This design comes from an exercise in tuning for small area on the open sky130 flow, not from production work.
In this exercise RTL edits were held to simulation tests only and were not proved equivalent to the original.
In every run shown here, the design's own scripts or RTL, not TritonCTS, make the clock network.
The clock port is modelled as an ideal driver, which makes a skipped or thinned clock tree look cheaper than it is; a real chip needs a root buffer or a tree.
Power figures rest on the tool's default switching activity, not on a simulated workload.

--- flow/design.v ---
`timescale 1ns/1ps
module cnn_fa (
    input  logic a,
    input  logic b,
    input  logic c,
    output logic s,
    output logic co
);
    assign s  = a ^ b ^ c;
    assign co = (a & b) | (a & c) | (b & c);
endmodule
module cnn_han (
    input  logic a_n,
    input  logic b_n,
    output logic s_n,
    output logic co_n
);
    cnn_xnor u_s (.a(a_n), .b(b_n), .y(s_n));
    cnn_or   u_c (.a(a_n), .b(b_n), .y(co_n));
endmodule
module cnn_xnor (
    input  logic a,
    input  logic b,
    output logic y
);
    assign y = ~(a ^ b);
endmodule
module cnn_or (
    input  logic a,
    input  logic b,
    output logic y
);
    assign y = a | b;
endmodule
`timescale 1ns/1ps
module cnn_accel_top #(
    parameter int NUM_RESULTS = 16
) (
    input  logic       clk,
    input  logic       reset,
    input  logic       start_i,
    input  logic       weight_valid_i,
    input  logic [7:0] weight_data_i,
    input  logic       line_valid_i,
    input  logic [7:0] line_data_i,
    output logic       result_valid_o,
    output logic [7:0] result_data_o,
    output logic       done_o
);
    logic         w_q;           
    logic         l_q;           
    logic [3:0]   elem_cnt_q;    
    logic [1:0]   ph_q;          
    logic [2:0]   rnd_q;         
    logic [127:0] wsr_q;         
    logic [7:0]   line_q;        
    logic         mac_q;         
    logic         first_q;       
    logic [7:0]   lo_n_q;        
    logic [7:0]   hs_n_q;        
    logic [7:1]   hc_n_q;        
    logic [7:0]   hold_lo_n_q;   
    logic [7:0]   hold_hi_n_q;   
    logic weight_take;
    logic line_take;
    logic last_elem;
    logic last_line;
    logic first_mac;
    logic split_mac;
    logic rnd0;                  
    logic quiet;
    assign weight_take = w_q && weight_valid_i;
    assign line_take   = l_q && line_valid_i;
    assign last_elem   = (elem_cnt_q == 4'd15);
    assign last_line   = line_take && last_elem;
    assign rnd0        = !rnd_q[2] && !rnd_q[0];
    assign quiet       = rnd_q[2] && !rnd_q[1];
    always_ff @(posedge clk or posedge reset) begin
        if (reset) begin
            w_q <= 1'b0;
            l_q <= 1'b0;
        end else begin
            if (!w_q && !l_q && start_i && !(rnd0 && ph_q == 2'd0)) begin
                w_q <= 1'b1;
            end else if (weight_take && last_elem) begin
                w_q <= 1'b0;
            end
            if (weight_take && last_elem) begin
                l_q <= 1'b1;
            end else if (last_line) begin
                l_q <= 1'b0;
            end
        end
    end
    always_ff @(posedge clk or posedge reset) begin
        if (reset) begin
            elem_cnt_q <= '0;
        end else if (weight_take || line_take) begin
            elem_cnt_q <= elem_cnt_q + 1'b1;
        end
    end
    always_ff @(posedge clk or posedge reset) begin
        if (reset) begin
            rnd_q <= 3'b100;
        end else if (last_line) begin
            rnd_q <= 3'b000;
        end else if (ph_q == 2'd3 && !quiet) begin
            rnd_q <= {rnd_q[1:0], !rnd_q[2]};
        end
    end
    always_ff @(posedge clk) begin
        if (last_line) begin
            ph_q <= 2'd0;
        end else begin
            ph_q <= ph_q + 1'b1;
        end
    end
    always_ff @(posedge clk) begin
        line_q  <= line_take ? line_data_i : 8'd0;
        mac_q   <= line_take;
        first_q <= line_take && (elem_cnt_q[2:0] == 3'd0);
    end
    always_ff @(posedge clk) begin
        if (weight_take || mac_q) begin
            wsr_q <= {weight_data_i, wsr_q[127:8]};
        end
    end
    assign first_mac = first_q;
    assign split_mac = first_q && elem_cnt_q[3];
    logic [7:0] pp_n [8];        
    logic [7:0] s_n  [8];        
    logic [7:0] c_n  [8];        
    logic [7:0] lo_g_n;          
    logic [7:0] hs_g_n;
    logic [7:1] hc_g_n;
    logic [7:0] lo_d_n;
    logic [7:0] lc_n;            
    logic [7:0] hs_d_n;
    logic [7:0] hc_d_n;          
    logic [7:0] hi_n;            
    logic [7:0] rc_n;            
    always_comb begin
        for (int i = 0; i < 8; i++) begin
            for (int j = 0; j < 8; j++) begin
                pp_n[i][j] = ~(wsr_q[j] & line_q[i]);
            end
        end
        lo_g_n = lo_n_q | {8{first_mac}};
        hs_g_n = hs_n_q | {8{first_mac}};
        hc_g_n = hc_n_q | {7{first_mac}};
    end
    assign s_n[0] = pp_n[0];
    assign c_n[0] = '0;
    genvar gi, gj;
    generate
        for (gi = 1; gi < 8; gi++) begin : g_row
            for (gj = 0; gj < 8; gj++) begin : g_col
                if (gi == 1 && gj < 7) begin : g_h
                    cnn_han u_add (.a_n(pp_n[gi][gj]), .b_n(s_n[gi-1][gj+1]),
                                   .s_n(s_n[gi][gj]), .co_n(c_n[gi][gj]));
                end else if (gi == 1) begin : g_h8
                    cnn_han u_add (.a_n(pp_n[gi][gj]), .b_n(hs_g_n[0]),
                                   .s_n(s_n[gi][gj]), .co_n(c_n[gi][gj]));
                end else if (gj < 7) begin : g_f
                    cnn_fa u_add (.a(pp_n[gi][gj]), .b(s_n[gi-1][gj+1]), .c(c_n[gi-1][gj]),
                                  .s(s_n[gi][gj]), .co(c_n[gi][gj]));
                end else begin : g_fl
                    cnn_fa u_add (.a(pp_n[gi][gj]), .b(c_n[gi-1][gj]), .c(hs_g_n[gi-1]),
                                  .s(s_n[gi][gj]), .co(c_n[gi][gj]));
                end
            end
        end
        cnn_han u_hs0 (.a_n(s_n[7][1]), .b_n(c_n[7][0]), .s_n(hs_d_n[0]), .co_n(hc_d_n[1]));
        for (gj = 1; gj < 7; gj++) begin : g_hs
            cnn_fa u_add (.a(s_n[7][gj+1]), .b(c_n[7][gj]), .c(hc_g_n[gj]),
                          .s(hs_d_n[gj]), .co(hc_d_n[gj+1]));
        end
        assign hs_d_n[7] = c_n[7][7] ^ hc_g_n[7] ^ hs_g_n[7];
        assign hc_d_n[0] = 1'b0;
        cnn_han u_lo0 (.a_n(lo_g_n[0]), .b_n(s_n[0][0]), .s_n(lo_d_n[0]), .co_n(lc_n[0]));
        for (gj = 1; gj < 7; gj++) begin : g_lo
            cnn_fa u_add (.a(lo_g_n[gj]), .b(s_n[gj][0]), .c(lc_n[gj-1]),
                          .s(lo_d_n[gj]), .co(lc_n[gj]));
        end
        assign lo_d_n[7] = lo_g_n[7] ^ s_n[7][0] ^ lc_n[6];
        assign lc_n[7]   = 1'b0;
        assign hi_n[0] = hs_n_q[0];
        assign rc_n[0] = 1'b0;
        cnn_han u_hi1 (.a_n(hs_n_q[1]), .b_n(hc_n_q[1]), .s_n(hi_n[1]), .co_n(rc_n[1]));
        for (gj = 2; gj < 7; gj++) begin : g_hi
            cnn_fa u_add (.a(hs_n_q[gj]), .b(hc_n_q[gj]), .c(rc_n[gj-1]),
                          .s(hi_n[gj]), .co(rc_n[gj]));
        end
        assign hi_n[7] = hs_n_q[7] ^ hc_n_q[7] ^ rc_n[6];
        assign rc_n[7] = 1'b0;
    endgenerate
    always_ff @(posedge clk) begin
        lo_n_q <= lo_d_n;
        hs_n_q <= hs_d_n;
        hc_n_q <= hc_d_n[7:1];
    end
    always_ff @(posedge clk) begin
        if (split_mac) begin
            hold_lo_n_q <= lo_n_q;
            hold_hi_n_q <= hi_n;
        end
    end
    assign done_o         = rnd0 && ph_q == 2'd3;
    assign result_valid_o = rnd_q[0] || rnd_q[1];
    always_comb begin
        case (ph_q)
            2'd0:    result_data_o = ~hold_lo_n_q;
            2'd1:    result_data_o = ~lo_n_q;
            2'd2:    result_data_o = ~hold_hi_n_q;
            default: result_data_o = ~hi_n;
        endcase
    end
endmodule
--- flow/flow/run.sh ---
#!/bin/bash
# Layout flow: the standard ORFS flow (standard.sh, synthesis unchanged) with
#  - port buffers of the smallest buffer cell,
#  - its own clock tree (flow/own_cts.tcl): the clock port drives one root buffer that
#    drives one leaf buffer per cluster of about 16 flip-flops.
# The full make output goes to flow_make.log in the work folder; ORFS keeps each
# tool's own log under orfs/logs/.
set -euo pipefail
export BUFFER_PORTS_ARGS="-buffer_cell sky130_fd_sc_hd__buf_1"
export PRE_CTS_TCL="$PWD/flow/cts_pre.tcl"
bash standard.sh > flow_make.log 2>&1
--- flow/flow/cts_pre.tcl ---
# Sourced by ORFS's cts.tcl before clock tree synthesis (PRE_CTS_TCL): replaces
# clock_tree_synthesis with the flow's own two-level clock tree (own_cts.tcl).
source [file join [file dirname [info script]] own_cts.tcl]
rename clock_tree_synthesis orfs_clock_tree_synthesis
proc clock_tree_synthesis { args } {
  my_own_cts 12 sky130_fd_sc_hd__clkbuf_8 sky130_fd_sc_hd__clkbuf_8
}
--- flow/flow/own_cts.tcl ---
# Clock tree: the clock port drives one root buffer, which drives one leaf buffer per
# cluster of flip-flops; the clusters come from k-means on the flip-flops' positions.
proc my_own_cts { nleaf leaf_cell root_cell } {
  set db [ord::get_db]
  set block [ord::get_db_block]
  set clknet [$block findNet clk]
  set sinks {}
  foreach it [$clknet getITerms] {
    if { [$it isInputSignal] } { lappend sinks $it }
  }
  set n [llength $sinks]
  set xs {}; set ys {}
  foreach it $sinks {
    set bb [[$it getInst] getBBox]
    lappend xs [expr { ([$bb xMin] + [$bb xMax]) / 2.0 }]
    lappend ys [expr { ([$bb yMin] + [$bb yMax]) / 2.0 }]
  }
  # k-means, seeded along the sorted x then y order
  set order [lsort -integer -indices [lmap x $xs y $ys { expr { int($x + 1000 * $y) } }]]
  set cx {}; set cy {}
  for { set k 0 } { $k < $nleaf } { incr k } {
    set i [lindex $order [expr { int(($k + 0.5) * $n / $nleaf) }]]
    lappend cx [lindex $xs $i]; lappend cy [lindex $ys $i]
  }
  set cap [expr { int(ceil(double($n) / $nleaf)) + 2 }]
  for { set iter 0 } { $iter < 40 } { incr iter } {
    # assignment with a size cap: points in order of their best distance
    set cnt [lrepeat $nleaf 0]
    set asg [lrepeat $n -1]
    set pairs {}
    for { set i 0 } { $i < $n } { incr i } {
      set x [lindex $xs $i]; set y [lindex $ys $i]
      for { set k 0 } { $k < $nleaf } { incr k } {
        set d [expr { abs($x - [lindex $cx $k]) + abs($y - [lindex $cy $k]) }]
        lappend pairs [list $d $i $k]
      }
    }
    foreach p [lsort -real -index 0 $pairs] {
      lassign $p d i k
      if { [lindex $asg $i] >= 0 || [lindex $cnt $k] >= $cap } { continue }
      lset asg $i $k
      lset cnt $k [expr { [lindex $cnt $k] + 1 }]
    }
    set sx [lrepeat $nleaf 0.0]; set sy [lrepeat $nleaf 0.0]
    for { set i 0 } { $i < $n } { incr i } {
      set k [lindex $asg $i]
      lset sx $k [expr { [lindex $sx $k] + [lindex $xs $i] }]
      lset sy $k [expr { [lindex $sy $k] + [lindex $ys $i] }]
    }
    for { set k 0 } { $k < $nleaf } { incr k } {
      if { [lindex $cnt $k] > 0 } {
        lset cx $k [expr { [lindex $sx $k] / [lindex $cnt $k] }]
        lset cy $k [expr { [lindex $sy $k] / [lindex $cnt $k] }]
      }
    }
  }
  set leafm [$db findMaster $leaf_cell]
  set rootm [$db findMaster $root_cell]
  set rootnet [odb::dbNet_create $block clknet_root]
  $rootnet setSigType CLOCK
  set mx 0.0; set my 0.0
  for { set k 0 } { $k < $nleaf } { incr k } {
    set mx [expr { $mx + [lindex $cx $k] / $nleaf }]
    set my [expr { $my + [lindex $cy $k] / $nleaf }]
  }
  set root [odb::dbInst_create $block $rootm clkbuf_root]
  $root setLocation [expr { int($mx) }] [expr { int($my) }]
  $root setPlacementStatus PLACED
  set nets {}
  for { set k 0 } { $k < $nleaf } { incr k } {
    set net [odb::dbNet_create $block clknet_leaf_$k]
    $net setSigType CLOCK
    lappend nets $net
    set b [odb::dbInst_create $block $leafm clkbuf_leaf_$k]
    $b setLocation [expr { int([lindex $cx $k]) }] [expr { int([lindex $cy $k]) }]
    $b setPlacementStatus PLACED
    [$b findITerm X] connect $net
    [$b findITerm A] connect $rootnet
  }
  for { set i 0 } { $i < $n } { incr i } {
    set it [lindex $sinks $i]
    $it disconnect
    $it connect [lindex $nets [lindex $asg $i]]
  }
  [$root findITerm A] connect $clknet
  [$root findITerm X] connect $rootnet
  puts "my_own_cts: $n sinks, $nleaf leaves of $leaf_cell, sizes $cnt"
  set_propagated_clock [all_clocks]
}
--- flow/standard.sh ---
#!/bin/bash
# synth_recipe.tcl (not shown) runs the flow's synth.tcl, then flattens the netlist and writes it again
# the make line also repeats each setting of config.mk as NAME=value (left out here)
make -C /OpenROAD-flow-scripts/flow DESIGN_CONFIG=/design/flow/config.mk WORK_HOME=/design/flow/orfs CLKGATE_MAP_FILE= SYNTH_SCRIPT=/design/flow/synth_recipe.tcl "${@:-finish}"
--- flow/config.mk ---
export PLATFORM = sky130hd
export DESIGN_NAME = cnn_accel_top
export DESIGN_NICKNAME = cnn_accel_top
export VERILOG_FILES = /design/flow/design.v
export SDC_FILE = /design/flow/constraint.sdc
export NUM_CORES = 4
export LEC_CHECK = 0
export CAP_MARGIN = 20
export CORE_MARGIN = 2
export CORE_UTILIZATION = 65
export CTS_BUF_LIST = sky130_fd_sc_hd__clkbuf_8
export SLEW_MARGIN = 20
export SYNTH_HIERARCHICAL = 1
--- flow/constraint.sdc ---
create_clock -name core_clock -period 5.5 [get_ports {clk}]
set_input_delay 1.1000 -clock core_clock [delete_from_list [all_inputs] [get_ports {clk}]]
set_output_delay 1.1000 -clock core_clock [all_outputs]
set_load 0.01 [all_outputs]
==> out/metrics.yaml, run 1 <==
routing:
  initialDrtViolationCount: 226
  detailroute.via_count: 3517
  route.antenna.remaining_nets: 0
  firstDrtPassIters: 4
  drc_violations: 0
  wirelength_mm: 10.6
  route.detailed.wl_per_inst_um: 16.5
  routed_via_density: 5.48
floorplan:
  core.rowCount: 39
  die-width_um: 113
  starting_density: 0.674
  dieArea_um2: 12900
  ios: 31
  die_h_um: 113
  design.core.area_um2: 11600
run_status:
  outcome: "timing/DRC/antenna clean"
final_layout:
  num_antenna_cells: 0
  num-fill-cells: 783
  layout-area-overhead-vs-synth_pct: 5.36
  nNetsFinal: 593
  layoutNonFillerInstCount: 642
  core_utilization_of_the_finished_layout: 0.710
  post_route_cells_drive_above_1_share: 0.100
  multiInputGateArea_um2: 2430
  regArea_um2: 5250
sta:
  final_number_of_max_transition_violations: 0
  rsz0062_at_grt: "false"
  fmaxAchievable_ghz: 0.220
  worst_slew_margin_rel: 0.498
  worstMarginPinSlew_ns: 0.754
  setup_viol: 0
  totalNegativeSetupSlack_ns: 0
  timing.final.crit_period_ns: 4.54
  clock_skew_ns: 0.0224
  min_period_over_period: 0.825
  finalHoldViolations: 0
clock_network:
  postCtsSetupBuffers: 0
  cts-resized-gates: 0
  clkLatencyLatePin_ns: 0.43
  postCtsHoldBufs: 0
  path_clk_slew_ns: 0.09
critical_path:
  highest_delay_cell_along_the_critical_path: "fa_1"
  timing.critical_path.fanout_max: 3
  worst-endpoint-required_ns: 4.40
  crit_path_start: "hs_n_q[1]"
  worst_path_most_repeated_cell: "fa_1"
  worstPathCellList: "or2_1, fa_1, fa_1, fa_1, fa_1, fa_1, xnor2_1, a21oi_1, buf_1"
  crit_path_end_kind: "output pin"
  crit_arrival_ns: 3.44
  startpoint_type_of_the_worst_setup_path: "flop"
  critical_path_class: "flop to output pin"
  cpPeakStageDelay_ns: 0.41
  worst_r2r_startpoint: "hs_n_q[0]"
min_path:
  min_path_type: "flop to flop"
  min-delay-start: "wsr_q[17]"
synth:
  synthesized_area_fraction_occupied_by_ao_oa_aoi_and_oai_cells: 0.0233
  synthSimpleGateAreaFrac: 0.0893
  yosysWarningCount: 13
  synth_cells: 474
  post_synth_mux_area_share: 0
  synth-seq-cells: 188
  synth_top_family_by_area: "adder cells"
  synth_sequential_area_ratio: 0.674
  synth_fp_nets: 566
  post_synth_xor_area_fraction: 0.0214
  post_synthesis_cell_area_um2: 7790
  yosys.cell_types.count: 32
  synth_adder_area_share: 0.177
  avgSynthCellArea_um2: 16.4
pwr:
  leakagePower_nw: 2.68
  vdd_ir_drop_max_mv: 0.280
  power.density_cell_area_nw_per_um2: 559
global_routing:
  globalRouteOverflowTotal: 0
  first_global_vias: 3516
  grt_use_total: 0.170
  wire_length_of_the_first_global_routing_pass_mm: 17.5
  maximum_number_of_pins_on_one_net_before_global_route_repair: 56
  grt_antenna_before_repair: 0
place:
  numPortBuffers: 30
  place.detailed.instances: 629
  place.detailed.hpwl_mm: 7.74
  globalplace.congestion: 0.818
job:
  drv_cap: 0
==> per-stage QoR <==
step	total power [mW]	cell area, um^2	setup WS (ns)	hold WS (ns)
2_1_floorplan	3.66	7790	0.897	0.400
3_3_place_gp	3.97	8030	1.09	0.401
3_5_place_dp	4.08	8030	1.03	0.405
4_1_cts	4.67	8210	0.881	0.417
5_1_grt	4.97	8210	0.805	0.417
6_report	4.59	8210	0.960	0.418
==> registers in the layout, summed over array words and instances (netlist names), 3 cells and up <==
| name | cells |
|---|---|
| hold_lo_n_q | 8 |
| lo_n_q | 8 |
| elem_cnt_q | 4 |
| hs_n_q | 8 |
| hc_n_q | 7 |
| wsr_q | 128 |
| rnd_q | 3 |
| hold_hi_n_q | 8 |
| line_q | 8 |
==> routing by layer <==
layer	vias to the layer above	wire length (um)	track usage
li1	1654	-	-
met5	-	0	0
met4	0	169	0.0211
met2	41	4910	0.272
met3	16	345	0.0186
met1	1806	5140	0.268
==> power by group <==
group	switching [mW]	leakage, nW	internal (mW)
Sequential	0.282	1.82	2.21
Clock	0.366	0.0935	0.212
Combinational	0.825	0.772	0.688
==> Yosys stat by module (local to each module, per instance), a selection <==
module / times used / area (um^2) / flops+latches / cells inside
cnn_accel_top: 1 / 6320 / 188 / 387
cnn_xnor: 11 / 8.76 / 0 / 1
cnn_or: 11 / 6.26 / 0 / 1
cnn_fa: 65 / 20.0 / 0 / 1
==> kinds of logic after synthesis <==
kind of cell	after synthesis
flops	188
compound gates	24
xor+xnor	19
fa+ha+maj	71
buf+inv	31
simple gates	141
==> final timing paths <==
check / end / slack (ns) / cells past startpoint
setup / recovery: result_data_o[7] / 0.96 / 9
max in group asynchronous: rnd_q[2] / 4.62 / 2
hold reg to reg: wsr_q[9] / 0.42 / 0
hold / removal: wsr_q[9] / 0.42 / 0
setup reg to reg: hs_n_q[1] / 1.05 / 9
min in group asynchronous: rnd_q[1] / 0.59 / 2
==> area by class of cell <==
class                   instances  share of cell area
plain buffers                  13              0.0218
inverters                      10             0.00457
multi-input cells             255               0.296
flip-flops and latches        188               0.640
well taps                     143              0.0218
repair buffers                 33              0.0165
==> Yosys cell counts <==
cell       instances  area share
nand2b_1           2      0.0016
o22ai_1            8      0.0064
and2_1             1     0.00080
nand4_2            1      0.0016
and3_2             8      0.0077
or2_1             11      0.0088
xor2_1             2      0.0022
buf_2              3      0.0019
a2111oi_0          1      0.0011
o21ai_0            2      0.0013
nor2b_1           11      0.0088
xnor2_1           17       0.019
dfstp_2            1      0.0034
nand2_1           76       0.037
nor2_1             7      0.0034
nor2_4             1      0.0014
ha_1               6      0.0096
clkbuf_1          17      0.0082
or2_2             21       0.017
o31a_1             7      0.0079
fa_1              65        0.17
edfxtp_1         144        0.56
a22o_4             1      0.0022
nor3b_1            1     0.00096
a21oi_1            3      0.0019
buf_1              1     0.00048
inv_1             10      0.0048
dfrtp_1            8       0.026
o311a_1            1      0.0013
o22a_1             1      0.0011
dfxtp_1           35       0.090
nand3_1            1     0.00064
==> cells in the final DEF, fill, tap and decap left out, types with 2 or more instances in the layout <==
master	count
a21oi_1	3
and3_2	8
buf_1	30
buf_4	3
clkbuf_8	13
dfrtp_1	8
dfxtp_1	35
edfxtp_1	144
fa_1	65
ha_1	6
inv_1	10
nand2_1	76
nor2_1	7
nor2b_1	11
o21ai_0	2
o22ai_1	8
o31a_1	7
or2_1	11
or2_2	21
xnor2_1	17
xor2_1	2
==> worst max-delay path, delay by kind of cell, from the launching register on <==
family,cells,cell delay (ns)
xor gates and xnor gates,1,0.23
DFF,1,0.35
adders and majority gates,5,1.96
and+or+nand+nor,1,0.23
buffers and inverters,1,0.16
AOI/OAI and AO/OA,1,0.10
==> inputs of run 2 (changes only) <==
==> flow/design.v (replaced) <==
`timescale 1ns/1ps
module cnn_fa (
    input  logic a,
    input  logic b,
    input  logic c,
    output logic s,
    output logic co
);
    assign s  = a ^ b ^ c;
    assign co = (a & b) | (a & c) | (b & c);
endmodule
module cnn_ha (
    input  logic a,
    input  logic b,
    output logic s,
    output logic co
);
    assign s  = a ^ b;
    assign co = a & b;
endmodule
module cnn_mux4 (
    input  logic [3:0] sel,
    input  logic [3:0] d,
    output logic       y
);
    logic abc_n;
    logic last_n;
    assign abc_n  = ~((sel[0] & d[0]) | (sel[1] & d[1]) | (sel[2] & d[2]));
    assign last_n = ~(sel[3] & d[3]);
    assign y      = ~(abc_n & last_n);
endmodule
`timescale 1ns/1ps
module cnn_accel_top #(
    parameter int NUM_RESULTS = 16
) (
    input  logic       clk,
    input  logic       reset,
    input  logic       start_i,
    input  logic       weight_valid_i,
    input  logic [7:0] weight_data_i,
    input  logic       line_valid_i,
    input  logic [7:0] line_data_i,
    output logic       result_valid_o,
    output logic [7:0] result_data_o,
    output logic       done_o
);
    logic         w_q;           
    logic         l_q;           
    logic [3:0]   elem_cnt_q;    
    logic [1:0]   ph_q;          
    logic [2:0]   rnd_q;         
    logic [127:0] wsr_n_q;       
    logic [7:0]   line_n_q;      
    logic         mac_q;         
    logic         first_q;       
    logic [7:0]   lo_q;          
    logic [7:0]   hs_q;          
    logic [7:1]   hc_q;          
    logic [7:0]   hold_lo_q;     
    logic [7:0]   hold_hi_q;     
    logic weight_take;
    logic line_take;
    logic last_elem;
    logic last_line;
    logic split_mac;
    logic rnd0;                  
    logic quiet;
    assign weight_take = w_q && weight_valid_i;
    assign line_take   = l_q && line_valid_i;
    assign last_elem   = (elem_cnt_q == 4'd15);
    assign last_line   = line_take && last_elem;
    assign rnd0        = !rnd_q[2] && !rnd_q[0];
    assign quiet       = rnd_q[2] && !rnd_q[1];
    always_ff @(posedge clk or posedge reset) begin
        if (reset) begin
            w_q <= 1'b0;
            l_q <= 1'b0;
        end else begin
            if (!w_q && !l_q && start_i && !(rnd0 && ph_q == 2'd0)) begin
                w_q <= 1'b1;
            end else if (weight_take && last_elem) begin
                w_q <= 1'b0;
            end
            if (weight_take && last_elem) begin
                l_q <= 1'b1;
            end else if (last_line) begin
                l_q <= 1'b0;
            end
        end
    end
    always_ff @(posedge clk or posedge reset) begin
        if (reset) begin
            elem_cnt_q <= '0;
        end else if (weight_take || line_take) begin
            elem_cnt_q <= elem_cnt_q + 1'b1;
        end
    end
    always_ff @(posedge clk or posedge reset) begin
        if (reset) begin
            rnd_q <= 3'b100;
        end else if (last_line) begin
            rnd_q <= 3'b000;
        end else if (ph_q == 2'd3 && !quiet) begin
            rnd_q <= {rnd_q[1:0], !rnd_q[2]};
        end
    end
    always_ff @(posedge clk) begin
        if (last_line) begin
            ph_q <= 2'd0;
        end else begin
            ph_q <= ph_q + 1'b1;
        end
    end
    always_ff @(posedge clk) begin
        line_n_q <= ~(line_data_i & {8{line_take}});
        mac_q    <= line_take;
        first_q  <= line_take && (elem_cnt_q[2:0] == 3'd0);
    end
    always_ff @(posedge clk) begin
        if (weight_take || mac_q) begin
            wsr_n_q <= {~weight_data_i, wsr_n_q[127:8]};
        end
    end
    assign split_mac = first_q && elem_cnt_q[3];
    logic [7:0] pp [8];          
    logic [7:0] s  [8];          
    logic [7:0] c  [8];          
    logic [7:0] lo_g;            
    logic [7:0] hs_g;
    logic [7:1] hc_g;
    logic [7:0] lo_d;
    logic [7:0] lc;              
    logic [7:0] hs_d;
    logic [7:0] hc_d;            
    logic [7:0] hi;              
    logic [7:0] rc;              
    always_comb begin
        for (int i = 0; i < 8; i++) begin
            for (int j = 0; j < 8; j++) begin
                pp[i][j] = ~(wsr_n_q[j] | line_n_q[i]);
            end
        end
        lo_g = lo_q & {8{!first_q}};
        hs_g = hs_q & {8{!first_q}};
        hc_g = hc_q & {7{!first_q}};
    end
    assign s[0] = pp[0];
    assign c[0] = '0;
    genvar gi, gj;
    generate
        for (gi = 1; gi < 8; gi++) begin : g_row
            for (gj = 0; gj < 8; gj++) begin : g_col
                if (gi == 1 && gj < 7) begin : g_h
                    cnn_ha u_add (.a(pp[gi][gj]), .b(s[gi-1][gj+1]),
                                  .s(s[gi][gj]), .co(c[gi][gj]));
                end else if (gi == 1) begin : g_h8
                    cnn_ha u_add (.a(pp[gi][gj]), .b(hs_g[0]),
                                  .s(s[gi][gj]), .co(c[gi][gj]));
                end else if (gj < 7) begin : g_f
                    cnn_fa u_add (.a(pp[gi][gj]), .b(s[gi-1][gj+1]), .c(c[gi-1][gj]),
                                  .s(s[gi][gj]), .co(c[gi][gj]));
                end else begin : g_fl
                    cnn_fa u_add (.a(pp[gi][gj]), .b(c[gi-1][gj]), .c(hs_g[gi-1]),
                                  .s(s[gi][gj]), .co(c[gi][gj]));
                end
            end
        end
        cnn_ha u_hs0 (.a(s[7][1]), .b(c[7][0]), .s(hs_d[0]), .co(hc_d[1]));
        for (gj = 1; gj < 7; gj++) begin : g_hs
            cnn_fa u_add (.a(s[7][gj+1]), .b(c[7][gj]), .c(hc_g[gj]),
                          .s(hs_d[gj]), .co(hc_d[gj+1]));
        end
        assign hs_d[7] = c[7][7] ^ hc_g[7] ^ hs_g[7];
        assign hc_d[0] = 1'b0;
        cnn_ha u_lo0 (.a(lo_g[0]), .b(s[0][0]), .s(lo_d[0]), .co(lc[0]));
        for (gj = 1; gj < 7; gj++) begin : g_lo
            cnn_fa u_add (.a(lo_g[gj]), .b(s[gj][0]), .c(lc[gj-1]),
                          .s(lo_d[gj]), .co(lc[gj]));
        end
        assign lo_d[7] = lo_g[7] ^ s[7][0] ^ lc[6];
        assign lc[7]   = 1'b0;
        assign hi[0] = hs_q[0];
        assign rc[0] = 1'b0;
        cnn_ha u_hi1 (.a(hs_q[1]), .b(hc_q[1]), .s(hi[1]), .co(rc[1]));
        for (gj = 2; gj < 7; gj++) begin : g_hi
            cnn_fa u_add (.a(hs_q[gj]), .b(hc_q[gj]), .c(rc[gj-1]),
                          .s(hi[gj]), .co(rc[gj]));
        end
        assign hi[7] = hs_q[7] ^ hc_q[7] ^ rc[6];
        assign rc[7] = 1'b0;
    endgenerate
    always_ff @(posedge clk) begin
        lo_q <= lo_d;
        hs_q <= hs_d;
        hc_q <= hc_d[7:1];
    end
    always_ff @(posedge clk) begin
        if (split_mac) begin
            hold_lo_q <= lo_q;
            hold_hi_q <= hi;
        end
    end
    assign done_o         = rnd0 && ph_q == 2'd3;
    assign result_valid_o = rnd_q[0] || rnd_q[1];
    logic [3:0] osel;
    assign osel = {ph_q == 2'd3, ph_q == 2'd2, ph_q == 2'd1, ph_q == 2'd0};
    generate
        for (gj = 0; gj < 8; gj++) begin : g_out
            cnn_mux4 u_mux (.sel(osel), .d({hi[gj], hold_hi_q[gj], lo_q[gj], hold_lo_q[gj]}),
                            .y(result_data_o[gj]));
        end
    endgenerate
endmodule
==> flow/flow/run.sh (replaced) <==
#!/bin/bash
# Layout flow: the standard ORFS flow (standard.sh, synthesis unchanged) with
#  - port buffers of the smallest buffer cell,
#  - its own clock tree (flow/own_cts.tcl): the clock port drives one root buffer that
#    drives one leaf buffer per cluster of about 16 flip-flops,
#  - power recovery after global routing, followed by a design repair (flow/grt_pre.tcl).
# The full make output goes to flow_make.log in the work folder; ORFS keeps each
# tool's own log under orfs/logs/.
set -euo pipefail
export BUFFER_PORTS_ARGS="-buffer_cell sky130_fd_sc_hd__buf_1"
export PRE_CTS_TCL="$PWD/flow/cts_pre.tcl"
export PRE_GLOBAL_ROUTE_TCL="$PWD/flow/grt_pre.tcl"
bash standard.sh > flow_make.log 2>&1
==> flow/flow/grt_pre.tcl (new file) <==
# Sourced by ORFS's global_route.tcl before global routing (PRE_GLOBAL_ROUTE_TCL):
# power recovery (downsizing gates off the critical paths), then a design repair so
# that no net it weakened is left with a slew or capacitance violation.
proc recover_power_helper { } {
  log_cmd repair_timing -verbose -recover_power 100
  log_cmd repair_design -verbose -cap_margin $::env(CAP_MARGIN) -slew_margin $::env(SLEW_MARGIN)
  log_cmd detailed_placement
}
==> run 2 against run 1 <==
Net effect:
- die area is 0.92% lower
- final cell count is 1.6% lower
- synthesized cell count is 3.0% lower
- area after synthesis is 0.96% lower
- via count is 2.5% lower
- final area is 0.66% lower
- maximum frequency is 5.0% lower
==> out/metrics.yaml, run 2 <==
routing:
  routed_via_density: 5.43  # -0.96%
  wirelength_mm: 10.1  # -4.6%
  initialDrtViolationCount: 206  # -8.8%
  firstDrtPassIters: 16  # +12
  detailroute.via_count: 3429  # -2.5%
  drc_violations: 0  # unchanged
  route.antenna.remaining_nets: 0  # unchanged
  route.detailed.wl_per_inst_um: 16.0  # -3.0%
synth:
  synth_largest_type_area_fraction: 0.560  # +0.00540
  post_synthesis_cell_area_um2: 7720  # -0.96%
  most_common_cell_in_the_synthesized_netlist: "edfxtp_1"
  post_synth_xor_area_fraction: 0.00908  # -0.0123
  synth_adder_area_share: 0.196  # +0.0196
  synth_fp_nets: 563  # -0.53%
  post_synth_mux_area_share: 0  # unchanged
  synthesized_area_fraction_occupied_by_ao_oa_aoi_and_oai_cells: 0.0235  # +0.000227
  number_of_flops_mapped_to_enable_cells_by_yosys: 144  # unchanged
  synthSimpleGateAreaFrac: 0.0746  # -0.0147
  synth-seq-cells: 188  # unchanged
  yosysTopAreaCell: "edfxtp_1"
  yosys-top-cells-area: "edfxtp_1 56%, fa_1 17%, dfxtp_1 9.1%"
  synth_top_cells_by_count: "144 x edfxtp_1, 71 x nor2_1, 65 x fa_1"
  yosys.cell_types.count: 27  # -16%
  yosysWarningCount: 13  # unchanged
  ys_async_sr_fraction: 0.0479  # unchanged
  postSynth.topFlopCell: "edfxtp_1"
  synth_cells: 460  # -3.0%
  synth_top_family_by_area: "adder cells"
  avgSynthCellArea_um2: 16.8  # +2.1%
  synth_sequential_area_ratio: 0.681  # +0.00656
sta:
  worstMarginPinSlew_ns: 0.803  # +0.0498 ns
  fmaxAchievable_ghz: 0.209  # -5.0%
  finalHoldViolations: 0  # unchanged
  totalNegativeSetupSlack_ns: 0  # unchanged
  holdWs_ns: 0.388  # -0.0302 ns
  rsz0062_at_grt: "false"
  timing.final.crit_period_ns: 4.78  # +0.241 ns
  final_number_of_max_transition_violations: 0  # unchanged
  min_period_over_period: 0.869  # +0.0439
  clock_skew_ns: 0.0301  # +0.00769 ns
  setup_viol: 0  # unchanged
  worst_slew_margin_rel: 0.464  # -0.0332
min_path:
  min_path_type: "flop to flop"
  worstHoldPathCells: 0  # unchanged
  worst_hold_endpoint: "wsr_n_q[51]"
  min-delay-start: "wsr_n_q[59]"
job:
  drv_cap: 0  # unchanged
clock_network:
  cts-resized-gates: 0  # unchanged
  path_clk_slew_ns: 0.10  # about the same
  clkLatencyLatePin_ns: 0.43  # about the same
  postCtsSetupBuffers: 0  # unchanged
  postCtsHoldBufs: 0  # unchanged
global_routing:
  globalRouteOverflowTotal: 0  # unchanged
  grt_antenna_before_repair: 0  # unchanged
  wire_length_of_the_first_global_routing_pass_mm: 17.5  # unchanged
  maximum_number_of_pins_on_one_net_before_global_route_repair: 82  # +46%
  first_global_vias: 3592  # +2.2%
  grt_use_total: 0.170  # +0.000215
place:
  globalplace.congestion: 0.822  # +0.49%
  detailed_place.area_um2: 7970  # -0.75%
  numPortBuffers: 30  # unchanged
  place.detailed.hpwl_mm: 7.20  # -6.9%
floorplan:
  dieArea_um2: 12800  # -0.92%
  starting_density: 0.670  # -0.00366
  ios: 31  # unchanged
  core.rowCount: 39  # unchanged
  die_h_um: 113  # -0.46%
  die-width_um: 113  # -0.46%
  design.core.area_um2: 11500  # -0.42%
critical_path:
  crit_path_end_kind: "flop"
  worst-endpoint-required_ns: 5.78  # +1.38 ns
  worst_r2r_startpoint: "first_q"
  crit_arrival_ns: 5.06  # +1.62 ns
  critical_path_class: "flop to flop"
  timing.critical_path.fanout_max: 22  # +19
  startpoint_type_of_the_worst_setup_path: "flop"
  rrSetupSlack_ns: 0.72  # -0.33 ns
  worstReg2RegEnd: "hs_q[1]"
  worstRegToRegCells: 9  # unchanged
final_layout:
  number_of_flip_flops_under_the_largest_register_name: 128  # unchanged
  layout-area-overhead-vs-synth_pct: 5.69
  layout.cells.most_common_list: "144 x edfxtp_1, 72 x nor2_1, 65 x fa_1"
  num_antenna_cells: 0  # unchanged
  nNetsFinal: 594  # +0.17%
  num-fill-cells: 763  # -2.6%
  final_common_cell: "edfxtp_1"
  post_route_cells_drive_above_1_share: 0.0409  # -0.0593
  final_area_um2: 8160  # -0.66%
  max_flop_register: "wsr_n_q"
pwr:
  vdd_ir_drop_max_mv: 0.302  # +8.0%
  power.density_cell_area_nw_per_um2: 495  # -11%
  power_mw: 4.04  # -12%
  leakagePower_nw: 3.24  # +21%
run_status:
  outcome: "timing/DRC/antenna clean"
## run 2: changes by cell type after synthesis, sizes merged, moves of 2 or more
cell / previous run / this run
and2b: 0 / 15
xnor2: 17 / 7
o21ai: 2 / 4
ha: 6 / 17
o31a: 7 / 0
nand2: 76 / 21
a22oi: 0 / 16
o22ai: 8 / 0
buf: 4 / 0
inv: 10 / 14
or2: 32 / 1
nor2b: 11 / 8
and3: 8 / 0
nor2: 8 / 72
## run 2: worst max path at each step
stage	from	end	cells after the start
3_3_place_gp	wsr_n_q[7]	hs_q[1]	9
6_report	first_q	hs_q[1]	9
5_1_grt	first_q	hs_q[1]	9
2_1_floorplan	weight_valid_i	wsr_n_q[0]	2
4_1_cts	hc_q[1]	result_data_o[7]	10
3_5_place_dp	wsr_n_q[7]	hs_q[1]	9
## run 2: kinds of logic after synthesis
logic type,Yosys count
flip-flops,188
buffers and inverters,33
XOR/XNOR,8
AND/OR/NAND/NOR,124
AO/OA/AOI/OAI,25
adder cells (fa/ha/maj),82
## run 2: modules after synthesis, one instance, submodules excluded
module	copies in the design	flip-flops and latches	cells inside
cnn_mux4	8	0	3
cnn_ha	11	0	1
cnn_fa	65	0	1
cnn_accel_top	1	188	360
## run 2: layout make-up
cell class                      instances  area, um^2  share of cell area
Sequential cell                       188        5250               0.644
Multi-Input combinational cell        239        2340               0.287
Buffer                                 13         179              0.0219
Tap cell                              143         179              0.0219
Timing Repair Buffer                   34         153              0.0187
Inverter                               15        56.3             0.00690
## run 2: power breakdown
group | leakage [nW] | switching [mW] | total (mW) | internal, mW
Clock | 0.0935 | 0.362 | 0.574 | 0.211
Sequential | 1.81 | 0.234 | 2.38 | 2.15
Combinational | 1.34 | 0.618 | 1.08 | 0.460
Total | 3.24 | 1.21 | 4.04 | 2.82
## run 2: layer usage
layer / share of wire / vias to the layer above / GRT usage
li1: - / 1613 / -
met2: 0.47 / 54 / 0.275
met1: 0.48 / 1752 / 0.264
met4: 0.011 / 0 / 0.0228
met5: 0 / - / 0
met3: 0.040 / 10 / 0.0209
## run 2: through the flow
step                utilization  cells  setup slack [ns]
finish                    0.708    632             0.719
global route              0.708    632             0.454
CTS                       0.708    631             0.792
detailed placement        0.692    618              1.06
global placement          0.692    618              1.17
floorplan                     -    460             0.901
## run 2: worst max-delay path: stages, from the launching register on
cell	delay [ns]
dfxtp_1	0.33
clkbuf_1	0.61
nor2b_1	0.20
fa_1	0.57
fa_1	0.46
fa_1	0.55
fa_1	0.44
fa_1	0.55
fa_1	0.45
fa_1	0.49
==> inputs of run 3 (changes only) <==
==> flow/flow/run.sh (replaced) <==
#!/bin/bash
# Layout flow: the standard ORFS flow (standard.sh, synthesis unchanged) with
#  - port buffers of the smallest buffer cell,
#  - its own clock tree (flow/own_cts.tcl): the clock port drives one root buffer that
#    drives one leaf buffer per cluster of about 16 flip-flops.
# The full make output goes to flow_make.log in the work folder; ORFS keeps each
# tool's own log under orfs/logs/.
set -euo pipefail
export BUFFER_PORTS_ARGS="-buffer_cell sky130_fd_sc_hd__buf_1"
export PRE_CTS_TCL="$PWD/flow/cts_pre.tcl"
bash standard.sh > flow_make.log 2>&1
removed: flow/flow/grt_pre.tcl
==> run 3 against run 2 <==
Net effect:
- still clean on timing, DRC and antenna
- hold slack worse by 0.0016 ns
- final area barely moved
- register-to-register slack better by 0.35 ns
- first-iteration DRC count increased by 7.8%
- via count shrank 0.29%
- critical endpoint is now result_data_o[7]
- largest cell class unchanged
- largest power group unchanged
==> out/metrics.yaml, run 3 <==
final_layout:
  final_common_cell: "edfxtp_1"
  final_area_um2: 8150  # about the same
  core_utilization_of_the_finished_layout: 0.708  # about the same
  number_of_flip_flops_under_the_largest_register_name: 128  # unchanged
  num_antenna_cells: 0  # unchanged
  layoutNonFillerInstCount: 631  # -0.16%
  max_flop_register: "wsr_n_q"
  layout.cells.most_common_list: "144 x edfxtp_1, 71 x nor2_1, 65 x fa_1"
  nNetsFinal: 593  # -0.17%
  multiInputGateArea_um2: 2350  # +0.48%
  post_route_cells_drive_above_1_share: 0.0471  # +0.00623
  num-fill-cells: 761  # -0.26%
  regArea_um2: 5250  # unchanged
  layout-area-overhead-vs-synth_pct: 5.61  # about the same
synth:
  yosysWarningCount: 13  # unchanged
  yosysTopAreaCell: "edfxtp_1"
  synth_largest_type_area_fraction: 0.560  # unchanged
  postSynth.topFlopCell: "edfxtp_1"
  synth_cells: 460  # unchanged
  synth_top_cells_by_count: "144 x edfxtp_1, 71 x nor2_1, 65 x fa_1"
  synth_fp_nets: 563  # unchanged
  yosys-top-cells-area: "edfxtp_1 56%, fa_1 17%, dfxtp_1 9.1%"
  avgSynthCellArea_um2: 16.8  # unchanged
  number_of_flops_mapped_to_enable_cells_by_yosys: 144  # unchanged
  most_common_cell_in_the_synthesized_netlist: "edfxtp_1"
  post_synthesis_cell_area_um2: 7720  # unchanged
  synth-seq-cells: 188  # unchanged
  ys_async_sr_fraction: 0.0479  # unchanged
  synth_sequential_area_ratio: 0.681  # unchanged
  yosys.cell_types.count: 27  # unchanged
pwr:
  power_mw: 4.03  # -0.13%
  vdd_ir_drop_max_mv: 0.337  # +12%
  power.density_cell_area_nw_per_um2: 495  # about the same
  leakagePower_nw: 3.24  # about the same
critical_path:
  cpPeakStageDelay_ns: 0.41  # -0.20 ns
  startpoint_type_of_the_worst_setup_path: "flop"
  crit_arrival_ns: 3.55  # -1.51 ns
  critPathBufInv: 1  # unchanged
  critical_path_class: "flop to output pin"
  worst-endpoint-required_ns: 4.40  # -1.38 ns
  crit_path_end_kind: "output pin"
  timing.critical_path.max_delay_family: "adder cells"
  worst_path_most_repeated_cell: "fa_1"
  highest_delay_cell_along_the_critical_path: "fa_1"
  worstPathCellList: "ha_1, fa_1, fa_1, fa_1, fa_1, fa_1, xnor2_1, a22oi_1, nand2_1, buf_1"
  timing.critical_path.fanout_max: 2  # -91%
sta:
  timing.final.crit_period_ns: 4.65  # -0.135 ns
  finalWorstSetupSlack_ns: 0.854  # +0.135 ns
  totalNegativeSetupSlack_ns: 0  # unchanged
  holdWs_ns: 0.386  # -0.00160 ns
  rsz0062_at_grt: "false"
  finalHoldViolations: 0  # unchanged
  worst_slew_margin_rel: 0.315  # -0.150
  setup_viol: 0  # unchanged
  final_number_of_max_transition_violations: 0  # unchanged
  worstMarginPinSlew_ns: 1.03  # +0.224 ns
  min_period_over_period: 0.845  # -0.0245
  fmaxAchievable_ghz: 0.215  # +2.9%
  clock_skew_ns: 0.0303  # +0.000192 ns
place:
  place.detailed.instances: 618  # unchanged
  place.detailed.hpwl_mm: 7.20  # unchanged
  detailed_place.area_um2: 7970  # unchanged
  globalplace.congestion: 0.822  # unchanged
  placement.setup.worst_slack_ns: 1.06  # unchanged
  numPortBuffers: 30  # unchanged
routing:
  routed_via_density: 5.42  # -0.13%
  route.antenna.remaining_nets: 0  # unchanged
  drc_violations: 0  # unchanged
  firstDrtPassIters: 15  # -1
  initialDrtViolationCount: 222  # +7.8%
  route.detailed.wl_per_inst_um: 15.8  # -0.73%
  detailroute.via_count: 3419  # -0.29%
  wirelength_mm: 10.0  # -0.88%
global_routing:
  wire_length_of_the_first_global_routing_pass_mm: 17.5  # unchanged
  globalRouteOverflowTotal: 0  # unchanged
  maximum_number_of_pins_on_one_net_before_global_route_repair: 82  # unchanged
  grt_use_total: 0.170  # unchanged
  first_global_vias: 3592  # unchanged
  grt_antenna_before_repair: 0  # unchanged
job:
  drv_cap: 0  # unchanged
clock_network:
  clkLatencyLatePin_ns: 0.43  # about the same
  postCtsSetupBuffers: 0  # unchanged
  cts-resized-gates: 0  # unchanged
  path_clk_slew_ns: 0.10  # about the same
  postCtsHoldBufs: 0  # unchanged
run_status:
  outcome: "timing/DRC/antenna clean"
floorplan:
  design.core.area_um2: 11500  # unchanged
  die-width_um: 113  # unchanged
  core.rowCount: 39  # unchanged
  dieArea_um2: 12800  # unchanged
  starting_density: 0.670  # unchanged
  ios: 31  # unchanged
  die_h_um: 113  # unchanged
min_path:
  min_path_type: "flop to flop"
[run 3: cell type report]
class | count | area share
tap | 143 | 0.0220
timing repair buffer | 33 | 0.0166
multi-input combinational | 239 | 0.288
sequential | 188 | 0.644
buffer | 13 | 0.0220
inverter | 15 | 0.00691
[run 3: kinds of logic (layout without fill, tap and decap cells)]
group                      count (synthesis)  after routing  share of synthesized area
adders and majority gates                 82             82                      0.196
xor gates and xnor gates                   8              8                    0.00908
DFF                                      188            188                      0.681
AOI/OAI and AO/OA                         25             25                     0.0235
and+or+nand+nor                          124            124                     0.0746
buffers and inverters                     33             61                     0.0161
[run 3: worst reg2reg max path, cell delays in order (launching register included)]
cell	delay (ns)
edfxtp_1	0.51
nor2_1	0.15
ha_1	0.25
fa_1	0.53
fa_1	0.45
fa_1	0.56
fa_1	0.44
fa_1	0.50
fa_1	0.43
fa_1	0.47
[run 3: per-layer routing]
layer / up-vias / share of wire / global-route usage
met5: - / 0 / 0
met1: 1746 / 0.49 / 0.264
met2: 53 / 0.47 / 0.275
li1: 1612 / - / -
met4: 0 / 0.0093 / 0.0228
met3: 8 / 0.039 / 0.0209
[run 3: worst paths after layout]
| path | cells past startpoint | slack, ns | to | start |
|---|---|---|---|---|
| max | 10 | 0.85 | result_data_o[7] | hc_q[1] |
| min | 0 | 0.39 | wsr_n_q[51] | wsr_n_q[59] |
| max reg2reg | 9 | 1.07 | hs_q[1] | wsr_n_q[7] |
| min reg2reg | 0 | 0.39 | wsr_n_q[51] | wsr_n_q[59] |
| max in group asynchronous | 2 | 4.60 | rnd_q[2] | reset |
| min in group asynchronous | 2 | 0.58 | elem_cnt_q[1] | reset |
[run 3: modules after synthesis (local to each module, per instance)]
module	area, um^2	flip-flops and latches	copies in the design	cells
cnn_accel_top	6130	188	1	360
cnn_mux4	18.8	0	8	3
cnn_ha	12.5	0	11	1
cnn_fa	20.0	0	65	1
[run 3: where the power goes]
part           leakage (nW)  switching (mW)  total [mW]  internal (mW)
Combinational          1.34           0.616        1.07          0.455
Sequential             1.81           0.234        2.39           2.15
Clock                0.0935           0.361       0.573          0.212
Total                  3.24            1.21        4.03           2.82
==> inputs of run 4 (changes only) <==
--- a/flow/design.v
+++ b/flow/design.v
@@ -53,5 +53,4 @@
     logic [7:0]   line_n_q;      
     logic         mac_q;         
-    logic         first_q;       
     logic [7:0]   lo_q;          
     logic [7:0]   hs_q;          
@@ -115,5 +114,4 @@
         line_n_q <= ~(line_data_i & {8{line_take}});
         mac_q    <= line_take;
-        first_q  <= line_take && (elem_cnt_q[2:0] == 3'd0);
     end
     always_ff @(posedge clk) begin
@@ -122,5 +120,7 @@
         end
     end
-    assign split_mac = first_q && elem_cnt_q[3];
+    logic first_mac;
+    assign first_mac = mac_q && (elem_cnt_q[2:0] == 3'd1);
+    assign split_mac = first_mac && elem_cnt_q[3];
     logic [7:0] pp [8];          
     logic [7:0] s  [8];          
@@ -141,7 +141,7 @@
             end
         end
-        lo_g = lo_q & {8{!first_q}};
-        hs_g = hs_q & {8{!first_q}};
-        hc_g = hc_q & {7{!first_q}};
+        lo_g = lo_q & {8{!first_mac}};
+        hs_g = hs_q & {8{!first_mac}};
+        hc_g = hc_q & {7{!first_mac}};
     end
     assign s[0] = pp[0];
--- a/flow/flow/cts_pre.tcl
+++ b/flow/flow/cts_pre.tcl
@@ -4,4 +4,4 @@
 rename clock_tree_synthesis orfs_clock_tree_synthesis
 proc clock_tree_synthesis { args } {
-  my_own_cts 12 sky130_fd_sc_hd__clkbuf_8 sky130_fd_sc_hd__clkbuf_8
+  my_own_cts 12 sky130_fd_sc_hd__clkbuf_8 sky130_fd_sc_hd__clkbuf_4
 }
--- a/flow/config.mk
+++ b/flow/config.mk
@@ -8,6 +8,7 @@
 export CAP_MARGIN = 20
 export CORE_MARGIN = 2
-export CORE_UTILIZATION = 65
+export CORE_UTILIZATION = 80
 export CTS_BUF_LIST = sky130_fd_sc_hd__clkbuf_8
+export PLACE_DENSITY = 0.85
 export SLEW_MARGIN = 20
 export SYNTH_HIERARCHICAL = 1
==> run 4 against run 3 <==
Net effect:
- still clean
- clock power down 0.9%
- maximum frequency down 8.1%
- synthesized cell count down 0.22%
- via count up 8.0%
- hold slack better by 0.029 ns
- first-iteration DRC count down 4.1%
- clock skew down 0.011 ns
- sequential power up 8%
- core utilization up 16 points
- wire length up 23%
- total power up 7.9%
- critical path type is now flop to flop
- critical endpoint is now hs_q[1]
==> out/metrics.yaml, run 4 <==
run_status:
  outcome: "timing/DRC/antenna clean"
sta:
  holdWs_ns: 0.415  # +0.0287 ns
  clock_skew_ns: 0.0189  # -0.0114 ns
  worst_slew_margin_rel: 0.548  # +0.234
  totalNegativeSetupSlack_ns: 0  # unchanged
  finalWorstSetupSlack_ns: 0.442  # -0.412 ns
  fmaxAchievable_ghz: 0.198  # -8.1%
  rsz0062_at_grt: "false"
  finalHoldViolations: 0  # unchanged
  timing.final.crit_period_ns: 5.06  # +0.412 ns
  worstMarginPinSlew_ns: 0.678  # -0.350 ns
  min_period_over_period: 0.920  # +0.0749
  setup_viol: 0  # unchanged
  final_number_of_max_transition_violations: 0  # unchanged
final_layout:
  final_common_cell: "edfxtp_1"
  number_of_flip_flops_under_the_largest_register_name: 128  # unchanged
  num_antenna_cells: 0  # unchanged
  num-fill-cells: 416  # -45%
  core_utilization_of_the_finished_layout: 0.871  # +0.163
  post_route_cells_drive_above_1_share: 0.0452  # -0.00196
  layout-area-overhead-vs-synth_pct: 5.13
  max_flop_register: "wsr_n_q"
  final_area_um2: 8080  # -0.81%
  nNetsFinal: 592  # -0.17%
  layout.cells.most_common_list: "144 x edfxtp_1, 72 x nor2_1, 65 x fa_1"
synth:
  synthesized_area_fraction_occupied_by_ao_oa_aoi_and_oai_cells: 0.0236  # +0.0000842
  synth_adder_area_share: 0.197  # +0.000702
  post_synthesis_cell_area_um2: 7690  # -0.36%
  ys_async_sr_fraction: 0.0481  # +0.000256
  synth_cells: 459  # -0.22%
  synthSimpleGateAreaFrac: 0.0719  # -0.00266
  synth_top_cells_by_count: "144 x edfxtp_1, 72 x nor2_1, 65 x fa_1"
  yosys-top-cells-area: "edfxtp_1 56%, fa_1 17%, dfxtp_1 8.9%"
  synth-seq-cells: 187  # -0.53%
  synth_largest_type_area_fraction: 0.562  # +0.00201
  most_common_cell_in_the_synthesized_netlist: "edfxtp_1"
  synth_sequential_area_ratio: 0.680  # about the same
  post_synth_xor_area_fraction: 0.00911  # +0.0000325
  post_synth_mux_area_share: 0  # unchanged
  synth_fp_nets: 562  # -0.18%
  yosys.cell_types.count: 27  # unchanged
  postSynth.topFlopCell: "edfxtp_1"
  number_of_flops_mapped_to_enable_cells_by_yosys: 144  # unchanged
  synth_top_family_by_area: "adder cells"
  yosysTopAreaCell: "edfxtp_1"
  yosysWarningCount: 13  # unchanged
  avgSynthCellArea_um2: 16.8  # -0.14%
global_routing:
  wire_length_of_the_first_global_routing_pass_mm: 19.5  # +12%
  first_global_vias: 3882  # +8.1%
  globalRouteOverflowTotal: 0  # unchanged
  grt_use_total: 0.252  # +0.0824
  grt_antenna_before_repair: 0  # unchanged
  maximum_number_of_pins_on_one_net_before_global_route_repair: 55  # -33%
floorplan:
  ios: 31  # unchanged
  die_h_um: 102  # -9.7%
  die-width_um: 102  # -9.7%
  starting_density: 0.828  # +0.158
  core.rowCount: 35  # -10%
  design.core.area_um2: 9280  # -19%
  dieArea_um2: 10400  # -18%
critical_path:
  worst_path_most_repeated_cell: "fa_1"
  critical_path_class: "flop to flop"
  worst-endpoint-required_ns: 5.95  # +1.55 ns
  highest_delay_cell_along_the_critical_path: "fa_1"
  crit_arrival_ns: 5.51  # +1.96 ns
  critPathBufInv: 1  # unchanged
  worstPathCellList: "inv_1, ha_1, nand3b_4, and2_1, ha_1, fa_1, fa_1, fa_1, fa_1, fa_1, fa_1, fa_1"
  rrSetupSlack_ns: 0.44  # -0.63 ns
  startpoint_type_of_the_worst_setup_path: "flop"
  timing.critical_path.max_delay_family: "adder cells"
  cpPeakStageDelay_ns: 0.58  # +0.17 ns
  crit_path_end_kind: "flop"
  timing.critical_path.fanout_max: 23  # +21
pwr:
  power.density_cell_area_nw_per_um2: 538  # +8.8%
  leakagePower_nw: 3.22  # -0.53%
  vdd_ir_drop_max_mv: 0.351  # +3.9%
place:
  detailed_place.area_um2: 7910  # -0.75%
  placement.setup.worst_slack_ns: 0.476  # -0.580 ns
  numPortBuffers: 30  # unchanged
  place.detailed.hpwl_mm: 8.40  # +17%
  globalplace.congestion: 0.840  # +2.3%
routing:
  wirelength_mm: 12.3  # +23%
  drc_violations: 0  # unchanged
  initialDrtViolationCount: 213  # -4.1%
  route.antenna.remaining_nets: 0  # unchanged
  routed_via_density: 5.99  # +11%
  route.detailed.wl_per_inst_um: 20.0  # +26%
  detailroute.via_count: 3691  # +8.0%
  firstDrtPassIters: 5  # -10
clock_network:
  postCtsSetupBuffers: 0  # unchanged
  clkLatencyLatePin_ns: 0.56  # +0.13 ns
  postCtsHoldBufs: 0  # unchanged
  cts-resized-gates: 0  # unchanged
  path_clk_slew_ns: 0.10  # about the same
job:
  drv_cap: 0  # unchanged
min_path:
  min_path_type: "flop to flop"
-- run 4: cell types whose count changed after synthesis, moves of 2 or more --
cell,change
xor2_1,+3
and2b_1,-15
buf_6,+2
nor2b_1,-6
clkbuf_1,-2
xnor2_1,-3
and2_1,+19
-- run 4: kinds of logic after synthesis --
family	after synthesis
compound gates	25
xor+xnor	8
fa+ha+maj	82
buf+inv	33
flops	187
simple gates	124
-- run 4: worst paths after layout --
| kind | from | endpoint | depth (start not counted) |
|---|---|---|---|
| worst max-delay path | elem_cnt_q[1] | hs_q[1] | 12 |
| worst min register to register | wsr_n_q[94] | wsr_n_q[86] | 0 |
| worst max register to register | elem_cnt_q[1] | hs_q[1] | 12 |
| min in group asynchronous | reset | elem_cnt_q[1] | 2 |
| worst min-delay path | wsr_n_q[94] | wsr_n_q[86] | 0 |
| max in group asynchronous | reset | rnd_q[2] | 2 |
-- run 4: final cells by class --
class / instances / area, um^2 / share of cell area
plain buffers: 13 / 173 / 0.0214
inverters: 15 / 56.3 / 0.00697
multi-input cells: 239 / 2330 / 0.288
flip-flops and latches: 187 / 5230 / 0.647
well taps: 129 / 161 / 0.0200
repair buffers: 33 / 135 / 0.0167
-- run 4: where the power goes --
group	switching, mW	internal [mW]
clock network	0.368	0.201
logic	0.721	0.494
registers	0.317	2.25
total	1.41	2.94
-- run 4: modules after synthesis (local to each module, per instance) --
| module | cells | flops+latches | times used |
|---|---|---|---|
| cnn_ha | 1 | 0 | 11 |
| cnn_mux4 | 3 | 0 | 8 |
| cnn_accel_top | 359 | 187 | 1 |
| cnn_fa | 1 | 0 | 65 |
-- run 4: stage by stage --
stage | instances | power (mW)
global route | 616 | 4.61
finish | 616 | 4.35
global placement | 602 | 3.62
detailed placement | 603 | 3.78
CTS | 616 | 4.38
floorplan | 459 | 3.39
-- run 4: per-layer routing --
metal	up-vias	track usage	share of wire
met5	-	0	0
met2	127	0.434	0.51
met1	1910	0.338	0.39
met3	42	0.0383	0.055
li1	1612	-	-
met4	0	0.0913	0.041
==> inputs of run 5 (changes only) <==
--- a/flow/config.mk
+++ b/flow/config.mk
@@ -8,7 +8,6 @@
 export CAP_MARGIN = 20
 export CORE_MARGIN = 2
-export CORE_UTILIZATION = 80
+export CORE_UTILIZATION = 65
 export CTS_BUF_LIST = sky130_fd_sc_hd__clkbuf_8
-export PLACE_DENSITY = 0.85
 export SLEW_MARGIN = 20
 export SYNTH_HIERARCHICAL = 1
==> run 5 against run 4 <==
Net effect:
- setup slack gained 0.16 ns
- combinational power shrank 8%
- critical path type unchanged
- sequential power is essentially flat
- critical path depth stayed put
- core utilization fell by 16 points
- final area is 0.15% higher
- hold slack improved by 0.0033 ns
- register-to-register slack improved by 0.16 ns
- largest cell class unchanged
- flip-flop and latch count unchanged
- maximum frequency increased by 3.3%
- synthesized cell count is the same
- clock skew up 0.0040 ns
==> out/metrics.yaml, run 5 <==
run_status:
  outcome: "timing/DRC/antenna clean"
routing:
  routed_via_density: 5.49  # -8.4%
  route.detailed.wl_per_inst_um: 16.3  # -18%
  route.antenna.remaining_nets: 0  # unchanged
  wirelength_mm: 10.3  # -17%
  firstDrtPassIters: 4  # -1
  detailroute.via_count: 3452  # -6.5%
  initialDrtViolationCount: 180  # -15%
  drc_violations: 0  # unchanged
critical_path:
  worst_path_most_repeated_cell: "fa_1"
  timing.critical_path.fanout_max: 23  # unchanged
  startpoint_type_of_the_worst_setup_path: "flop"
  cpPeakStageDelay_ns: 0.54  # -0.04 ns
  highest_delay_cell_along_the_critical_path: "fa_1"
  worstSetupEndpoint: "hs_q[1]"
  cp.depth: 12  # unchanged
  critical_path_class: "flop to flop"
  critPathBufInv: 1  # unchanged
  rrSetupSlack_ns: 0.60  # +0.16 ns
  crit_path_start: "elem_cnt_q[1]"
  worst_r2r_startpoint: "elem_cnt_q[1]"
  crit_path_end_kind: "flop"
  crit_arrival_ns: 5.40  # -0.11 ns
  worst-endpoint-required_ns: 6.00  # +0.05 ns
  timing.critical_path.max_delay_family: "adder cells"
  worstRegToRegCells: 12  # unchanged
  worstPathCellList: "inv_1, ha_1, nand3b_4, and2_1, ha_1, fa_1, fa_1, fa_1, fa_1, fa_1, fa_1, fa_1"
  worstReg2RegEnd: "hs_q[1]"
sta:
  finalHoldViolations: 0  # unchanged
  setup_viol: 0  # unchanged
  timing.final.crit_period_ns: 4.90  # -0.160 ns
  rsz0062_at_grt: "false"
  worstMarginPinSlew_ns: 0.895  # +0.217 ns
  holdWs_ns: 0.418  # +0.00326 ns
  totalNegativeSetupSlack_ns: 0  # unchanged
  min_period_over_period: 0.891  # -0.0291
  clock_skew_ns: 0.0229  # +0.00396 ns
  final_number_of_max_transition_violations: 0  # unchanged
  worst_slew_margin_rel: 0.404  # -0.145
  fmaxAchievable_ghz: 0.204  # +3.3%
synth:
  avgSynthCellArea_um2: 16.8  # unchanged
  most_common_cell_in_the_synthesized_netlist: "edfxtp_1"
  synth_largest_type_area_fraction: 0.562  # unchanged
  post_synthesis_cell_area_um2: 7690  # unchanged
  synth_cells: 459  # unchanged
  ys_async_sr_fraction: 0.0481  # unchanged
  yosysWarningCount: 13  # unchanged
  synth_sequential_area_ratio: 0.680  # unchanged
  synth_fp_nets: 562  # unchanged
  number_of_flops_mapped_to_enable_cells_by_yosys: 144  # unchanged
  postSynth.topFlopCell: "edfxtp_1"
  yosysTopAreaCell: "edfxtp_1"
  synth_top_cells_by_count: "144 x edfxtp_1, 72 x nor2_1, 65 x fa_1"
  yosys-top-cells-area: "edfxtp_1 56%, fa_1 17%, dfxtp_1 8.9%"
  yosys.cell_types.count: 27  # unchanged
  synth-seq-cells: 187  # unchanged
floorplan:
  dieArea_um2: 12700  # +22%
  design.core.area_um2: 11500  # +24%
  die-width_um: 113  # +11%
  starting_density: 0.670  # -0.158
  die_h_um: 113  # +11%
  ios: 31  # unchanged
  core.rowCount: 39  # +11%
global_routing:
  grt_antenna_before_repair: 0  # unchanged
  grt_use_total: 0.166  # -0.0864
  first_global_vias: 3503  # -9.8%
  maximum_number_of_pins_on_one_net_before_global_route_repair: 72  # +31%
  globalRouteOverflowTotal: 0  # unchanged
  wire_length_of_the_first_global_routing_pass_mm: 17.0  # -13%
final_layout:
  max_flop_register: "wsr_n_q"
  num_antenna_cells: 0  # unchanged
  post_route_cells_drive_above_1_share: 0.0453  # +0.0000930
  layout.cells.most_common_list: "144 x edfxtp_1, 71 x nor2_1, 65 x fa_1"
  number_of_flip_flops_under_the_largest_register_name: 128  # unchanged
  nNetsFinal: 591  # -0.17%
  layout-area-overhead-vs-synth_pct: 5.29
  final_common_cell: "edfxtp_1"
place:
  numPortBuffers: 30  # unchanged
  globalplace.congestion: 0.803  # -4.5%
  place.detailed.hpwl_mm: 7.46  # -11%
min_path:
  min_path_type: "flop to flop"
  min-delay-start: "wsr_n_q[75]"
pwr:
  leakagePower_nw: 3.21  # -0.18%
  vdd_ir_drop_max_mv: 0.399  # +14%
  power.density_cell_area_nw_per_um2: 520  # -3.4%
  power_mw: 4.21  # -3.2%
clock_network:
  postCtsSetupBuffers: 0  # unchanged
  clkLatencyLatePin_ns: 0.56  # about the same
  cts-resized-gates: 0  # unchanged
  path_clk_slew_ns: 0.10  # about the same
  postCtsHoldBufs: 0  # unchanged
job:
  drv_cap: 0  # unchanged
run 5: cell counts after synthesis:
No cell type changed its count.
run 5: logic make-up after synthesis:
group,after synthesis,synth area share
flops,187,0.680
xor+xnor,8,0.00911
buf+inv,33,0.0181
compound gates,25,0.0236
simple gates,124,0.0719
fa+ha+maj,82,0.197
run 5: per-layer routing:
| layer | part of all wire | up-vias | GRT usage |
|---|---|---|---|
| met5 | 0 | - | 0 |
| met4 | 0.020 | 0 | 0.0301 |
| met3 | 0.035 | 18 | 0.0187 |
| met2 | 0.47 | 51 | 0.267 |
| met1 | 0.47 | 1774 | 0.257 |
| li1 | - | 1609 | - |
run 5: how the worst min path moves through the flow:
| stage | to | slack (ns) | cells past startpoint |
|---|---|---|---|
| floorplan | wsr_n_q[0] | 0.40 | 0 |
| global placement | wsr_n_q[32] | 0.40 | 0 |
| detailed placement | wsr_n_q[36] | 0.40 | 0 |
| CTS | w_q | 0.41 | 2 |
| global route | rnd_q[0] | 0.43 | 2 |
| finish | wsr_n_q[67] | 0.42 | 0 |
run 5: cell type report:
cell class                 instances  area, um^2
sequential                       187        5230
fill                             723        3370
multi-input combinational        239        2330
tap                              143         179
buffer                            13         173
timing repair buffer              32         128
inverter                          15        56.3
run 5: Yosys stat by module (local to each module, per instance):
module | cells | cell area (um^2) | flops+latches
cnn_ha | 1 | 12.5 | 0
cnn_accel_top | 359 | 6100 | 187
cnn_fa | 1 | 20.0 | 0
cnn_mux4 | 3 | 18.8 | 0
run 5: per-stage QoR:
stage / util / area [um^2] / worst slack [ns] / std cells
finish: 0.706 / 8100 / 0.602 / 629
global route: 0.706 / 8100 / 0.406 / 629
CTS: 0.706 / 8100 / 0.570 / 629
detailed placement: 0.691 / 7920 / 0.583 / 616
global placement: 0.691 / 7920 / 0.697 / 616
floorplan: - / 7690 / 0.801 / 459
run 5: worst register-to-register path: stages (launching register included):
cell	delay [ns]
dfrtp_1	0.43
inv_1	0.07
ha_1	0.18
nand3b_4	0.21
and2_1	0.24
ha_1	0.30
fa_1	0.48
fa_1	0.43
fa_1	0.53
fa_1	0.44
fa_1	0.54
fa_1	0.44
fa_1	0.54
run 5: power by group:
group | leakage (nW) | total (mW) | internal (mW) | switching (mW)
clock | 0.0909 | 0.561 | 0.201 | 0.360
sequential | 1.79 | 2.54 | 2.25 | 0.289
combinational | 1.33 | 1.11 | 0.468 | 0.643
total | 3.21 | 4.21 | 2.92 | 1.29

==> port drivers added, routing unchanged <==
No port has a modelled driver above. Below, the same layouts with a new extraction and two added sets of constraints. Step 1 (the two cells are an assumption about what drives the block):
set clk [get_ports {clk}]
set_driving_cell -lib_cell sky130_fd_sc_hd__clkbuf_16 $clk
set_driving_cell -lib_cell sky130_fd_sc_hd__buf_2 [delete_from_list [all_inputs] $clk]
Step 2 adds t to the input delays and takes it off the output delays; t is the mean of the earliest and latest rising clock arrival at the registers after step 1. Input paths then give back, and output paths get back, about the clock's delay inside the block. a / b / c = ideal ports / drivers / drivers and shift; a / b = the first two.
run | t, ns | slack for setup (ns) | clock arrival spread, ns | slew at the worst register clock pin (ns) | worst slew at a driven data input, ns
run 1 | 0.448 | 0.960 / 0.929 / 1.051 | 0.027 / 0.027 | 0.10 / 0.10 | 0.03
run 2 | 0.450 | 0.719 / 0.719 / 0.719 | 0.030 / 0.030 | 0.10 / 0.10 | 0.04
run 3 | 0.448 | 0.854 / 0.823 / 1.068 | 0.033 / 0.033 | 0.10 / 0.10 | 0.04
run 4 | 0.579 | 0.442 / 0.442 / 0.442 | 0.026 / 0.025 | 0.10 / 0.10 | 0.05
run 5 | 0.576 | 0.602 / 0.602 / 0.602 | 0.024 / 0.024 | 0.11 / 0.11 | 0.04
After both steps every run listed still meets setup and hold.
